Background: an optimization exercise with open tools, aiming at small area, a short achievable clock period and few clock cycles. Do not read the settings as production practice. Only simulation tests tie the RTL to the original design; equivalence was not proved. Power is estimated from default activity; no workload was simulated.

<file path="design/flow/run.sh">
#!/bin/bash
# synth_recipe.tcl (not shown) runs the flow's synth.tcl, then flattens the netlist and writes it again
# the make line also repeats each setting of config.mk as NAME=value (left out here)
make -C /OpenROAD-flow-scripts/flow DESIGN_CONFIG=/design/flow/config.mk WORK_HOME=/design/flow/orfs CLKGATE_MAP_FILE= SYNTH_SCRIPT=/design/flow/synth_recipe.tcl finish
</file>
<file path="design/flow/config.mk">
export PLATFORM = sky130hd
export DESIGN_NAME = dcache
export DESIGN_NICKNAME = dcache
export VERILOG_FILES = /design/flow/design.v
export SDC_FILE = /design/flow/constraint.sdc
export NUM_CORES = 4
export LEC_CHECK = 0
export CAP_MARGIN = 20
export CORE_MARGIN = 2
export CORE_UTILIZATION = 40
export PLACE_DENSITY = 0.6
export SLEW_MARGIN = 20
</file>
<file path="design/flow/constraint.sdc">
create_clock -name core_clock -period 9.0 [get_ports {CLK}]
set_input_delay 1.8000 -clock core_clock [delete_from_list [all_inputs] [get_ports {CLK}]]
set_output_delay 1.8000 -clock core_clock [all_outputs]
set_load 0.01 [all_outputs]
</file>
<file path="design/flow/design.v">
`default_nettype none
package dcachePkg;
   localparam int wordWidth  = 32;
   localparam int tagWidth   = 26;
   localparam int indexWidth = 3;
   localparam int numSets    = 8;
   localparam int byteBits   = 2;
   typedef logic [wordWidth-1:0]  word_t;
   typedef logic [tagWidth-1:0]   tag_t;
   typedef logic [indexWidth-1:0] index_t;
   typedef logic [2*wordWidth-1:0] block_t;      
   typedef enum logic [3:0] {
      idle,
      wbWord0,
      wbWord1,          
      fillWord0,
      fillWord1,        
      mergeFetch,       
      install,
      writeHit,
      respond,
      flushWay0Word0,
      flushWay0Word1,
      flushWay1Word0,
      flushWay1Word1,
      flushNext,
      flushed
   } cacheState_t;
endpackage
`default_nettype wire
`timescale 1ns/1ps
`default_nettype none
module dcacheLookup
(
   input  dcachePkg::word_t       dmemaddr,
   input  logic        dmemREN,
   input  logic        dmemWEN,
   input  dcachePkg::cacheState_t state,
   input  dcachePkg::tag_t        tag0,
   input  dcachePkg::tag_t        tag1,
   input  logic        valid0,
   input  logic        valid1,
   input  logic        dirty0,
   input  logic        dirty1,
   input  logic        lruWay1,
   input  dcachePkg::block_t      data0,
   input  dcachePkg::block_t      data1,
   output logic        dhit,
   output dcachePkg::word_t       dmemload,
   output logic        hit,
   output logic        hitWay,
   output logic        victimWay,
   output logic        victimDirty
);
   dcachePkg::tag_t   addrTag;
   logic   offset;
   logic   match0;
   logic   match1;
   dcachePkg::block_t hitBlock;
   assign addrTag = dmemaddr[dcachePkg::wordWidth-1 -: dcachePkg::tagWidth];
   assign offset  = dmemaddr[dcachePkg::byteBits];
   assign match0 = valid0 && (tag0 == addrTag);
   assign match1 = valid1 && (tag1 == addrTag);
   assign hit    = match0 || match1;
   assign hitWay = !match0;                       
   assign victimWay   = lruWay1;                  
   assign victimDirty = lruWay1 ? dirty1 : dirty0;
   always_comb
   begin
      hitBlock = match0 ? data0 : data1;
      dhit     = (dmemREN && hit) || (dmemWEN && hit && state == dcachePkg::respond);
      dmemload = !(dmemREN && hit) ? '0
               : offset ? hitBlock[2*dcachePkg::wordWidth-1 -: dcachePkg::wordWidth]
                        : hitBlock[dcachePkg::wordWidth-1:0];
   end
endmodule
`default_nettype wire
`timescale 1ns/1ps
`default_nettype none
module dcacheStore
(
   input  logic   CLK,
   input  logic   nRST,
   input  dcachePkg::index_t index,
   input  dcachePkg::index_t cleanIndex,
   input  logic   fillEn,
   input  logic   fillWay,
   input  logic   fillHalf,
   input  dcachePkg::word_t  fillData,
   input  logic   installEn,
   input  logic   installWay,
   input  dcachePkg::tag_t   installTag,
   input  logic   installDirty,
   input  logic   markDirtyEn,
   input  logic   markDirtyWay,
   input  logic   cleanEn,
   input  logic   cleanWay,
   input  logic   touchEn,
   input  logic   touchWay,
   output dcachePkg::tag_t   tag0,
   output dcachePkg::tag_t   tag1,
   output logic   valid0,
   output logic   valid1,
   output logic   dirty0,
   output logic   dirty1,
   output logic   lruWay1,
   output dcachePkg::block_t data0,
   output dcachePkg::block_t data1,
   output dcachePkg::tag_t   cleanTag0,
   output dcachePkg::tag_t   cleanTag1,
   output logic   cleanDirty0,
   output logic   cleanDirty1,
   output dcachePkg::block_t cleanData0,
   output dcachePkg::block_t cleanData1
);
   dcachePkg::tag_t   tagArr  [2*dcachePkg::numSets];
   dcachePkg::word_t  dataArr [4*dcachePkg::numSets];
   logic [1:0][dcachePkg::numSets-1:0] validArr;
   logic [1:0][dcachePkg::numSets-1:0] dirtyArr;
   logic [dcachePkg::numSets-1:0]      lruArr;               
   always_ff @(posedge CLK)
   begin
      if (fillEn)
         dataArr[{fillWay, index, fillHalf}] <= fillData;
      if (installEn)
         tagArr[{installWay, index}] <= installTag;
   end
   always_ff @(posedge CLK, negedge nRST)
   begin
      if (!nRST)
      begin
         validArr <= '0;
         dirtyArr <= '0;
         lruArr   <= '0;
      end
      else
      begin
         if (installEn)
         begin
            validArr[installWay][index] <= 1'b1;
            dirtyArr[installWay][index] <= installDirty;
         end
         if (markDirtyEn)
            dirtyArr[markDirtyWay][index] <= 1'b1;
         if (cleanEn)
            dirtyArr[cleanWay][cleanIndex] <= 1'b0;    
         if (touchEn)
            lruArr[index] <= ~touchWay;
      end
   end
   assign tag0    = tagArr[{1'b0, index}];
   assign tag1    = tagArr[{1'b1, index}];
   assign valid0  = validArr[0][index];
   assign valid1  = validArr[1][index];
   assign dirty0  = dirtyArr[0][index];
   assign dirty1  = dirtyArr[1][index];
   assign lruWay1 = lruArr[index];
   assign data0   = {dataArr[{1'b0, index, 1'b1}], dataArr[{1'b0, index, 1'b0}]};
   assign data1   = {dataArr[{1'b1, index, 1'b1}], dataArr[{1'b1, index, 1'b0}]};
   assign cleanTag0   = tagArr[{1'b0, cleanIndex}];
   assign cleanTag1   = tagArr[{1'b1, cleanIndex}];
   assign cleanDirty0 = dirtyArr[0][cleanIndex];
   assign cleanDirty1 = dirtyArr[1][cleanIndex];
   assign cleanData0  = {dataArr[{1'b0, cleanIndex, 1'b1}], dataArr[{1'b0, cleanIndex, 1'b0}]};
   assign cleanData1  = {dataArr[{1'b1, cleanIndex, 1'b1}], dataArr[{1'b1, cleanIndex, 1'b0}]};
endmodule
`default_nettype wire
`timescale 1ns/1ps
`default_nettype none
module dcacheControl
(
   input  logic        CLK,
   input  logic        nRST,
   input  logic        dmemREN,
   input  logic        dmemWEN,
   input  logic        halt,
   input  dcachePkg::word_t       dmemaddr,
   input  dcachePkg::word_t       dmemstore,
   input  logic        hit,
   input  logic        hitWay,
   input  logic        victimWay,
   input  logic        victimDirty,
   input  logic        dwait,
   input  dcachePkg::word_t       dload,
   input  dcachePkg::tag_t        cleanTag0,
   input  dcachePkg::tag_t        cleanTag1,
   input  logic        cleanDirty0,
   input  logic        cleanDirty1,
   input  dcachePkg::block_t      cleanData0,
   input  dcachePkg::block_t      cleanData1,
   output dcachePkg::cacheState_t state,
   output logic        fillEn,
   output logic        fillWay,
   output logic        fillHalf,
   output dcachePkg::word_t       fillData,
   output logic        installEn,
   output logic        installWay,
   output dcachePkg::tag_t        installTag,
   output logic        installDirty,
   output logic        markDirtyEn,
   output logic        markDirtyWay,
   output logic        cleanEn,
   output logic        cleanWay,
   output logic        touchEn,
   output logic        touchWay,
   output logic        dREN,
   output logic        dWEN,
   output dcachePkg::word_t       daddr,
   output dcachePkg::word_t       dstore,
   output logic        flushed,
   output dcachePkg::index_t      cleanIndex
);
   dcachePkg::cacheState_t nextState;
   dcachePkg::index_t      flushSet;
   dcachePkg::index_t      addrIndex;
   dcachePkg::tag_t        addrTag;
   logic        offset;
   logic        wbState;
   logic        wbWay;
   logic        wbHalf;
   logic        wbDirty;
   logic        fetchHalf;
   dcachePkg::tag_t        wbTag;
   dcachePkg::block_t      wbBlock;
   assign addrTag   = dmemaddr[dcachePkg::wordWidth-1 -: dcachePkg::tagWidth];
   assign addrIndex = dmemaddr[dcachePkg::byteBits+1 +: dcachePkg::indexWidth];
   assign offset    = dmemaddr[dcachePkg::byteBits];
   always_ff @(posedge CLK, negedge nRST)
   begin
      if (!nRST)
      begin
         state    <= dcachePkg::idle;
         flushSet <= '0;
      end
      else
      begin
         state <= nextState;
         if (state == dcachePkg::flushNext)
            flushSet <= flushSet + 1'b1;
      end
   end
   always_comb
   begin
      wbState   = 1'b1;
      wbWay     = victimWay;
      wbHalf    = 1'b0;
      fetchHalf = 1'b0;
      case (state)
         dcachePkg::wbWord0: ;
         dcachePkg::wbWord1: wbHalf = 1'b1;
         dcachePkg::flushWay0Word0: wbWay = 1'b0;
         dcachePkg::flushWay0Word1:
         begin
            wbWay  = 1'b0;
            wbHalf = 1'b1;
         end
         dcachePkg::flushWay1Word0: wbWay = 1'b1;
         dcachePkg::flushWay1Word1:
         begin
            wbWay  = 1'b1;
            wbHalf = 1'b1;
         end
         default:
         begin
            wbState   = 1'b0;
            fetchHalf = (state == dcachePkg::fillWord1) || (state == dcachePkg::mergeFetch && !offset);
         end
      endcase
   end
   assign wbTag      = wbWay ? cleanTag1 : cleanTag0;
   assign wbBlock    = wbWay ? cleanData1 : cleanData0;
   assign wbDirty    = wbWay ? cleanDirty1 : cleanDirty0;
   assign cleanIndex = (state == dcachePkg::wbWord0 || state == dcachePkg::wbWord1) ? addrIndex : flushSet;
   assign dWEN    = wbState && wbDirty;             
   assign dREN    = (state == dcachePkg::fillWord0) || (state == dcachePkg::fillWord1) || (state == dcachePkg::mergeFetch);
   assign dstore  = wbHalf ? wbBlock[2*dcachePkg::wordWidth-1 -: dcachePkg::wordWidth]
                           : wbBlock[dcachePkg::wordWidth-1:0];
   assign daddr   = wbState ? {wbTag, cleanIndex, wbHalf, {dcachePkg::byteBits{1'b0}}}
                            : {addrTag, addrIndex, fetchHalf, {dcachePkg::byteBits{1'b0}}};
   assign flushed = (state == dcachePkg::flushed);
   assign installWay   = victimWay;
   assign installTag   = addrTag;
   assign installDirty = dmemWEN;
   assign markDirtyWay = hitWay;
   assign cleanWay     = wbWay;
   always_comb
   begin
      nextState   = state;
      fillEn      = 1'b0;
      fillWay     = victimWay;
      fillHalf    = fetchHalf;
      fillData    = dload;
      installEn   = 1'b0;
      markDirtyEn = 1'b0;
      cleanEn     = 1'b0;
      touchEn     = 1'b0;
      touchWay    = hitWay;
      case (state)
         dcachePkg::idle:
         begin
            if (dmemREN && hit)
               touchEn = 1'b1;                     
            else if (dmemWEN && hit)
               nextState = dcachePkg::writeHit;
            else if (dmemREN || dmemWEN)
               nextState = victimDirty ? dcachePkg::wbWord0 : (dmemREN ? dcachePkg::fillWord0 : dcachePkg::mergeFetch);
            else if (halt)
               nextState = dcachePkg::flushWay0Word0;
         end
         dcachePkg::wbWord0:
            if (!dwait)
               nextState = dcachePkg::wbWord1;
         dcachePkg::wbWord1:
            if (!dwait)
            begin
               cleanEn   = 1'b1;
               nextState = dmemREN ? dcachePkg::fillWord0 : dcachePkg::mergeFetch;
            end
         dcachePkg::fillWord0, dcachePkg::fillWord1, dcachePkg::mergeFetch:
            if (!dwait)
            begin
               fillEn    = 1'b1;
               nextState = (state == dcachePkg::fillWord0) ? dcachePkg::fillWord1 : dcachePkg::install;
            end
         dcachePkg::install:
         begin
            installEn = 1'b1;
            touchEn   = 1'b1;
            touchWay  = victimWay;
            if (dmemWEN)
            begin
               fillEn   = 1'b1;                    
               fillHalf = offset;
               fillData = dmemstore;
            end
            nextState = dcachePkg::respond;
         end
         dcachePkg::writeHit:
         begin
            fillEn      = 1'b1;
            fillWay     = hitWay;
            fillHalf    = offset;
            fillData    = dmemstore;
            markDirtyEn = 1'b1;
            touchEn     = 1'b1;
            nextState   = dcachePkg::respond;
         end
         dcachePkg::respond: nextState = dcachePkg::idle;
         dcachePkg::flushWay0Word0:
            if (!cleanDirty0)
               nextState = dcachePkg::flushWay1Word0;
            else if (!dwait)
               nextState = dcachePkg::flushWay0Word1;
         dcachePkg::flushWay0Word1:
            if (!dwait)
            begin
               cleanEn   = 1'b1;
               nextState = dcachePkg::flushWay1Word0;
            end
         dcachePkg::flushWay1Word0:
            if (!cleanDirty1)
               nextState = dcachePkg::flushNext;
            else if (!dwait)
               nextState = dcachePkg::flushWay1Word1;
         dcachePkg::flushWay1Word1:
            if (!dwait)
            begin
               cleanEn   = 1'b1;
               nextState = dcachePkg::flushNext;
            end
         dcachePkg::flushNext:
            nextState = (flushSet == dcachePkg::index_t'(dcachePkg::numSets - 1)) ? dcachePkg::flushed
                                                            : dcachePkg::flushWay0Word0;
         default: ;                                
      endcase
   end
endmodule
`default_nettype wire
`timescale 1ns/1ps
`default_nettype none
module dcache
(
   input  logic  CLK,
   input  logic  nRST,
   input  logic  dmemREN,
   input  logic  dmemWEN,
   input  dcachePkg::word_t dmemaddr,
   input  dcachePkg::word_t dmemstore,
   input  logic  halt,
   output logic  dhit,
   output dcachePkg::word_t dmemload,
   output logic  flushed,
   output logic  dREN,
   output logic  dWEN,
   output dcachePkg::word_t daddr,
   output dcachePkg::word_t dstore,
   input  logic  dwait,
   input  dcachePkg::word_t dload
);
   dcachePkg::cacheState_t state;
   logic        hit, hitWay, victimWay, victimDirty;
   dcachePkg::tag_t        tag0, tag1, cleanTag0, cleanTag1, installTag;
   logic        valid0, valid1, dirty0, dirty1, lruWay1;
   logic        cleanDirty0, cleanDirty1;
   dcachePkg::block_t      data0, data1, cleanData0, cleanData1;
   dcachePkg::index_t      cleanIndex;
   dcachePkg::word_t       fillData;
   logic        fillEn, fillWay, fillHalf;
   logic        installEn, installWay, installDirty;
   logic        markDirtyEn, markDirtyWay;
   logic        cleanEn, cleanWay, touchEn, touchWay;
   dcacheLookup i_lookup (
      .dmemaddr, .dmemREN, .dmemWEN, .state,
      .tag0, .tag1, .valid0, .valid1, .dirty0, .dirty1, .lruWay1,
      .data0, .data1,
      .dhit, .dmemload, .hit, .hitWay, .victimWay, .victimDirty
   );
   dcacheStore i_store (
      .CLK, .nRST,
      .index(dmemaddr[dcachePkg::byteBits+1 +: dcachePkg::indexWidth]), .cleanIndex,
      .fillEn, .fillWay, .fillHalf, .fillData,
      .installEn, .installWay, .installTag, .installDirty,
      .markDirtyEn, .markDirtyWay, .cleanEn, .cleanWay, .touchEn, .touchWay,
      .tag0, .tag1, .valid0, .valid1, .dirty0, .dirty1, .lruWay1, .data0, .data1,
      .cleanTag0, .cleanTag1, .cleanDirty0, .cleanDirty1, .cleanData0, .cleanData1
   );
   dcacheControl i_control (
      .CLK, .nRST, .dmemREN, .dmemWEN, .halt, .dmemaddr, .dmemstore,
      .hit, .hitWay, .victimWay, .victimDirty, .dwait, .dload,
      .cleanTag0, .cleanTag1, .cleanDirty0, .cleanDirty1, .cleanData0, .cleanData1,
      .state, .fillEn, .fillWay, .fillHalf, .fillData,
      .installEn, .installWay, .installTag, .installDirty,
      .markDirtyEn, .markDirtyWay, .cleanEn, .cleanWay, .touchEn, .touchWay,
      .dREN, .dWEN, .daddr, .dstore, .flushed, .cleanIndex
   );
endmodule
`default_nettype wire
</file>
==> summary.txt <==
[registers in the layout (all words and copies together), names as in the netlist]
register,cells
i_store.dataArr,1024
i_control.flushSet,3
i_store.lruArr,8
i_store.validArr,16
i_control.state,4
i_store.dirtyArr,16
i_store.tagArr,416
[per-stage QoR]
step                      instances  power [mW]  cell area, sq um  setup slack (ns)
after floorplan                5869        8.21             73600              2.28
after global placement         8285        8.56             79400             0.633
after detailed placement       8285        8.56             79400             0.610
after CTS                      8582        15.1             84600             0.590
after global routing           8582        15.4             84700             0.452
final                          8584        15.0             84700             0.515
[cell type report]
type | instances | area, sq um | area share
Sequential cell | 1487 | 44400 | 0.525
Multi-Input combinational cell | 3899 | 27600 | 0.326
Timing Repair Buffer | 413 | 4230 | 0.0500
Clock buffer | 189 | 4170 | 0.0492
Tap cell | 2464 | 3080 | 0.0364
Clock inverter | 108 | 1080 | 0.0128
Inverter | 22 | 97.6 | 0.00115
Antenna cell | 2 | 5.00 | 0.0000591
[worst max-delay path, delay by kind of cell]
family,cells,cell delay [ns]
compound gates,4,1.24
buf+inv,5,1.56
simple gates,5,2.03
[report_power, final]
group	switching, mW	internal, mW	total [mW]
clock network	2.85	3.77	6.61
registers	0.000389	7.59	7.59
logic	0.496	0.336	0.832
total	3.34	11.7	15.0
[placed cells by master, fill, tap and decap left out, types with 16 or more instances in the layout]
cell	netlist	final
a21o_1	36	36
a22oi_1	30	29
a311oi_1	212	212
a31oi_1	76	76
and3_1	104	101
buf_12	0	50
buf_4	22	166
clkbuf_1	387	26
clkbuf_16	0	162
clkdlybuf4s50_1	0	193
clkinv_1	3	33
clkinv_2	0	39
dfrtp_1	47	47
edfxtp_1	1440	1440
inv_1	17	16
mux2_2	194	192
mux2i_1	223	221
mux4_2	301	301
nand2_1	1510	1510
nand3_1	742	741
nand4_1	21	21
nor2_1	95	48
nor2_4	0	46
o21ai_0	34	34
o21bai_1	18	18
o22ai_1	74	74
or3_1	16	16
[path summary, 6_finish.rpt]
path | endpoint | slack [ns] | cells after the start | startpoint
worst max register to register | i_store.dataArr[15][21] | 3.69 | 12 | i_store.tagArr[5][16]
worst min register to register | i_store.validArr[0] | 0.47 | 1 | i_store.validArr[0]
max in group asynchronous | i_store.lruArr[1] | 7.54 | 1 | nRST
worst max-delay path | dmemload[0] | 0.51 | 14 | dmemaddr[4]
min in group asynchronous | i_store.lruArr[2] | 1.03 | 1 | nRST
worst min-delay path | i_store.validArr[0] | 0.47 | 1 | i_store.validArr[0]
[cell families after synthesis]
group,synth area share
adder cells (fa/ha/maj),0.00221
other,0.0000510
buffers and inverters,0.0272
multiplexers,0.153
AND/OR/NAND/NOR,0.152
AO/OA/AOI/OAI,0.0580
flip-flops,0.604
XOR/XNOR,0.00298
[metal layers]
layer / global-route usage / up-vias
met5: 0 / -
met4: 0.124 / 2
met3: 0.0439 / 599
met2: 0.410 / 2924
met1: 0.331 / 26726
li1: - / 22633
==> impl_metrics.csv <==
group,metric,value,unit
outcome,outcome,"timing/DRC/antenna clean",
clock_tree,postCtsHoldBufs,0,
global_routing,grt_start_max_net_pins,182,
cells_and_area,fillers,16165,
global_routing,track_usage,0.254,
yosys,ys_ff_latch,1487,
worst_setup_path,cp.arrival,6.69,ns
yosys,yosys.area.top_type,"edfxtp_1",
detailed_routing,drt_iter0_drc,6268,
yosys,ys_seq_area_frac,0.604,
timing,clock_skew,0.0653,ns
power_and_ir_drop,pwr_density_cell,178,nW/um^2
die,die_y,433,um
timing,max_freq,118,MHz
worst_setup_path,cp_data_required_time,7.20,ns
worst_setup_path,cp-end-kind,"output pin",
detailed_routing,wl_met2,114000,um
global_routing,grt_pass1_vias,51385,
power_and_ir_drop,ir_drop,0.000164,V
detailed_routing,routed_wl,242000,um
clock_tree,clk_latency,0.84,ns
yosys,synth_top_area_frac,0.588,
cells_and_area,syn_to_final_growth,15.1,%
die,core-area,183000,sq um
yosys,synth-edff-count,1440,
timing,hold_viol,0,
detailed_routing,top_layer_used,"met5",
global_routing,grt_first_pass_wirelength,349000,um
yosys,synth_common_cells,"nand2_1, edfxtp_1, nand3_1",
worst_setup_path,cp_cell_sequence,"buf_8 > or2_2 > o22ai_1 > o21ai_0 > nand4_1 > or4bb_1 > or4b_1 > o41ai_2 > buf_4 > nand3_2 > buf_12 > o22ai_1 > buf_4 > clkdlybuf4s50_1",
clock_tree,cts_made_buffers,161,
worst_hold_path,hold_class,"register to register",
die,rows,157,
cells_and_area,nets,6099,
worst_setup_path,critical_path_class,"primary input to output pin",
worst_setup_path,crit_slowest_cell,"or2_2",
clock_tree,cts-htree-levels,4,
detailed_routing,wire_per_inst,28.2,um
yosys,synthArstFlopShare,0.0316,
timing,maxSlewHeadroom,0.276,
detailed_routing,drc,0,
clock_tree,cts_setup_buffers,0,
global_routing,grt.overflow.total,0,
worst_setup_path,crit_path_max_fanout,32,
worst_setup_path,critPathLaunchType,"primary input",
yosys,synth_cell_types,76,
worst_setup_path,cpPeakStageDelay,0.73,ns
global_routing,grt_antenna_before_repair,4,
yosys,syn_area,73500,sq um
clock_tree,cts_tree,"yes",
yosys,synth.avg_cell_area,12.5,sq um
clock_tree,cts_buffer_depth,3,
die,ios,202,
die,die_w,433,um
timing,setup_viol,0,
placement,hpwl,136000,um
detailed_routing,dr_total_vias,52884,
yosys,synthFlopType,"edfxtp_1",
yosys,ys_top_cells_by_area,"edfxtp_1, mux4_2, nand2_1",
timing,report.final.slew_viol_count,0,
timing,rsz0062_at_grt,"no",
detailed_routing,wl_met3,22400,um
detailed_routing,vias_per_cell,6.16,
yosys,postSynthCellCount,5868,
die,initial_core_util,0.402,
detailed_routing,met1_length,93200,um
yosys,synth.most_common_cell,"nand2_1",
timing,worst_hold_slack,0.465,ns
die,die_area,187000,sq um
job,drv_cap,0,
detailed_routing,ant_nets,0,
cells_and_area,drive_above_1_share,0.169,
placement,io_buffers,197,
placement,place_congestion,0.856,
clock_tree,cts_root_buf,"clkbuf_16",
clock_tree,cts.sinks,1487,
yosys,yosysWarnings,3,
power_and_ir_drop,leakagePower,28.5,nW
detailed_routing,dr.pass1.iters,8,
timing,fin_crit,8.49,ns
timing,period_share,0.943,
clock_tree,cts_resized,0,
clock_tree,worst_setup_hold_path_clk_slew,0.06,ns
timing,tightest_slew,1.09,ns
cells_and_area,fin_util,0.463,
timing,fin_setup_tns,0,ns
Testbench counts, summed over its fixed seeds: cycles 78,151.

-- afterwards: timing with drivers on the ports --
Ports are ideal in the flow. The routed layout listed here was re-timed in OpenROAD. Step 1: set_driving_cell puts a clkbuf_16 on CLK and a buf_2 on each other input, an assumption about the parent block. Step 2 also shifts input and output timing later by t, the mid clock arrival at the registers, as if the neighbouring blocks saw the same clock. Slacks: ideal / step 1 / step 2; pairs: ideal / step 1.
t, ns: 0.891
setup slack, ns: 0.515 / 0.460 / 0.460
worst setup path at the end: input to output
worst register clock-pin slew, ns: 0.06 / 0.06
After both steps setup and hold are still met in this run. The setup slack of this run moves by -0.055 ns with the drivers and by -0.055 ns with both steps.
